This is an optimization exercise on Yosys and OpenROAD, whose aim is a short achievable clock period and few clock cycles per item, not a production implementation. In this exercise RTL edits were held to simulation tests only and were not proved equivalent to the original. The flow treats the clock pin as an ideal source, which a real chip does not have. Power and IR drop assume default switching activity.

==> run a <==
==> flow/design.v (excerpt) <==
module cpu_top (
    input  logic            clk,
    input  logic            rst_n,
    output logic            wb_cyc,
    output logic            wb_stb,
    output logic            wb_we,
    output cpu_pkg::word_t  wb_adr,
    output cpu_pkg::word_t  wb_dat_o,
    input  cpu_pkg::word_t  wb_dat_i,
    input  logic            wb_ack
);
Settings: LEC_CHECK=0, ABC_CLOCK_PERIOD_IN_PS=2000, CAP_MARGIN=20, CORE_MARGIN=2, CORE_UTILIZATION=55, CTS_CLUSTER_DIAMETER=60, CTS_CLUSTER_SIZE=25, SETUP_SLACK_MARGIN=3.7, SLEW_MARGIN=20; clock period 6.0 ns.
run.sh (not shown) runs the stock make flow with config.mk's settings and CLKGATE_MAP_FILE= SYNTH_SCRIPT=/design/flow/synth_recipe.tcl, a recipe that flattens the netlist after the stock synthesis.
==> run b: changes against run a <==
--- a/flow/design.v
+++ b/flow/design.v
@@ -66,13 +66,12 @@
     cpu_pkg::reg_idx_t ir_ra, ir_rb;
     logic [NR-1:0]     ir_rb1h;
     cpu_pkg::offset_t  ir_off;
     logic              x2_v, x2_ld, x2_ldi, x2_st;
     cpu_pkg::reg_idx_t x2_ra;
-    logic [OW-1:0]     x2_g, x2_p;
-    logic [HW-1:0]     x2_hb;
-    logic              x2_s;      
+    cpu_pkg::word_t    x2_base;
+    cpu_pkg::offset_t  x2_off;
     logic              x3_v, x3_mem, x3_ld, x3_ldi, x3_st;
     cpu_pkg::reg_idx_t x3_ra;
     logic [NR-1:0]     x3_ra1h;
     logic [NR-1:0]     x3_l1h;    
     logic [NR-1:0]     x3_d1h;    
@@ -130,12 +129,12 @@
     logic [LB-1:0] gb, pb, gb2, pb2;
     logic          off_s;
     logic [HW-1:0] hb;
     logic [HW-1:0] h_all1, h_all0;    
     always_comb begin
-        a_g = x2_g;
-        a_p = x2_p;
+        a_g = x2_base[OW-1:0] & x2_off;
+        a_p = x2_base[OW-1:0] ^ x2_off;
         ga  = a_g[LA-1:0];
         pa  = a_p[LA-1:0];
         for (int d = 1; d < LA; d = d * 2) begin
             ga2 = ga;
             pa2 = pa;
@@ -156,12 +155,12 @@
                 pb2[i] = pb[i] & pb[i-d];
             end
             gb = gb2;
             pb = pb2;
         end
-        off_s = x2_s;
-        hb = x2_hb;
+        off_s = x2_off[OW-1];
+        hb = x2_base[32-1:OW];
         for (int i = 0; i < HW; i++) begin
             h_all1[i] = 1'b1;
             h_all0[i] = 1'b1;
             for (int j = 0; j < i; j++) begin
                 h_all1[i] = h_all1[i] & hb[j];
@@ -267,14 +266,12 @@
         if (x1_adv) begin
             x2_ld   <= ir_ld;
             x2_ldi  <= ir_ldi;
             x2_st   <= ir_st;
             x2_ra   <= ir_ra;
-            x2_g    <= base_rd[OW-1:0] & ir_off;
-            x2_p    <= base_rd[OW-1:0] ^ ir_off;
-            x2_hb   <= base_rd[32-1:OW];
-            x2_s    <= ir_off[OW-1];
+            x2_off  <= ir_off;
+            x2_base <= base_rd;
         end
         if (x3_out)
             x3_byp <= x2_v && x2_st && (free ? (x3_mem && x3_ld && x3_ra == x2_ra) : (b_ld && b_ra == x2_ra));
         else if (free)
             x3_byp <= 1'b0;
==> notes <==
Against run b, the global-route usage of run a is lower by 0.084 points.
In run b the sequential power is lower than in run a, by about 0.6%.
In area after synthesis, run a and run b hardly differ.
In run a the non-clock buffer count is lower than in run b, by 1.
In critical path depth, run a and run b do not differ.
Synthesized cell count is about the same in run b and run a.
In run a the via count is lower than in run b, by about 1.1%.
Against run b, the utilization of run a is lower by 0.28 points.
In run a the flip-flop and latch count is higher than in run b, by 1.
Die area is about the same in run b and run a.
In combinational power, run b and run a hardly differ.
Testbench counts of run a, summed over its fixed seeds: cycles 19,517, instructions 12,288.
Testbench counts of run b, summed over its fixed seeds: cycles 19,517, instructions 12,288.


==> trial 66: inputs <==
cpu_top, a different RTL version from the one above (not shown whole).
Design cpu_top, start of the top module:
module cpu_top (
    input  logic            clk,
    input  logic            rst_n,
    output logic            wb_cyc,
    output logic            wb_stb,
    output logic            wb_we,
    output cpu_pkg::word_t  wb_adr,
    output cpu_pkg::word_t  wb_dat_o,
    input  cpu_pkg::word_t  wb_dat_i,
    input  logic            wb_ack
);
clock: 6.0 ns
lec_check: 0
abc_clock_period_in_ps: 2000
cap_margin: 20
core_margin: 2
core_utilization: 65
cts_cluster_diameter: 60
cts_cluster_size: 25
setup_slack_margin: 3.7
slew_margin: 20
standard.sh (not shown) runs the stock make flow with config.mk's settings and CLKGATE_MAP_FILE= SYNTH_SCRIPT=/design/flow/synth_recipe.tcl, a recipe that flattens the netlist after the stock synthesis.
==> flow/flow/run.sh <==
#!/bin/bash
# Own layout flow: the standard flow, with the top of the clock tree rebuilt
# after CTS so that the clock port drives 4 root buffers that drive the leaf
# buffers directly (one level less than the standard tree). The resizer may
# swap gates for any cell of the same function (MATCH_CELL_FOOTPRINT=0). Each
# tool writes its full output to a log file of its own in the work folder.
set -euo pipefail
HERE="$(cd "$(dirname "${BASH_SOURCE[0]}")" && pwd)"
WORK="$(pwd)"
RES="$WORK/orfs/results/$FLOW_PLATFORM/cpu_top/base"

bash standard.sh cts MATCH_CELL_FOOTPRINT=0 > "$WORK/flow_standard_to_cts.log" 2>&1

CTS_ODB="$RES/4_cts.odb" CLK_NET=clk \
    openroad -no_init -exit "$HERE/clktop_run.tcl" > "$WORK/flow_clktop.log" 2>&1
grep -q "clktop: root q" "$WORK/flow_clktop.log"
# the CTS result is newer than its inputs, so make continues from it
touch "$RES/4_cts.odb" "$RES/4_cts.sdc"

bash standard.sh finish MATCH_CELL_FOOTPRINT=0 > "$WORK/flow_standard_finish.log" 2>&1
test -f "$WORK/out/final.def"
Other scripts of this flow, unchanged in this note and not shown: flow/flow/clktop.tcl, flow/flow/clktop_run.tcl
==> build 43 (differences from trial 66) <==
CORE_UTILIZATION = 55   (was 65)
==> qor summary <==
quantity	trial 66	build 43
Outcome	finished clean	finished clean
Initial DRC Count	7747	6414
Core outline area	80400 µm²	95000 µm²
Placed standard-cell area	54900 µm²	55200 µm²
Fmax achieved	403 MHz	428 MHz
Tap Count	1060	1265
WL met1	67.7 mm	75.4 mm
Die Y-Extent	289 µm	314 µm
R2r startpoint	iq_rp[1]	x3_ra1h[14]
FF+latch area	31000 µm²	31000 µm²
Vias per Instance	7.33	6.85
Standby leakage power	25.1 nW	25.0 nW
Post-Route Skew	0.0464 ns	0.0492 ns
Met2 wire length	82.8 mm	85.5 mm
Global Route Usage Sum	45.3%	39.2%
Reg2reg end	ir_rb1l[5]	dat_h[25]
Testbench counts of trial 66, summed over its fixed seeds: cycles 19,517, instructions 12,288.
Testbench counts of build 43, summed over its fixed seeds: cycles 19,517, instructions 12,288.

re-timing with driven ports:
Ports are ideal in the flow. The routed layouts listed here were re-timed in OpenROAD.
Step 1 (the two cells are an assumption about what drives the block):
set clk [get_ports {clk}]
set_driving_cell -lib_cell sky130_fd_sc_hd__clkbuf_16 $clk
set_driving_cell -lib_cell sky130_fd_sc_hd__buf_2 [delete_from_list [all_inputs] $clk]
Step 2 moves the port delays by t, midway between the first and last clock arrival at a register: inputs arrive t later, outputs are due t later. That takes back most of the time a late clock gives input paths.
Slacks: ideal / step 1 / step 2; pairs: ideal / step 1.
| run | t (ns) | slack for setup (ns) | worst setup path after step 2 | worst register clock-pin slew, ns | worst slew at a driven data input, ns |
|---|---|---|---|---|---|
| run a | 0.756 | 3.613 / 3.542 / 3.014 | input to register | 0.10 / 0.10 | 0.09 |
| run b | 0.761 | 3.596 / 3.526 / 2.971 | input to register | 0.10 / 0.10 | 0.08 |
| trial 66 | 0.691 | 3.519 / 3.519 / 2.935 | input to register | 0.10 / 0.10 | 0.08 |
| build 43 | 0.741 | 3.665 / 3.569 / 3.072 | input to register | 0.10 / 0.10 | 0.08 |
After both steps every run listed still meets setup and hold. The setup slack of run b, which loses most, moves by -0.070 ns with the drivers and by -0.625 ns with both steps.
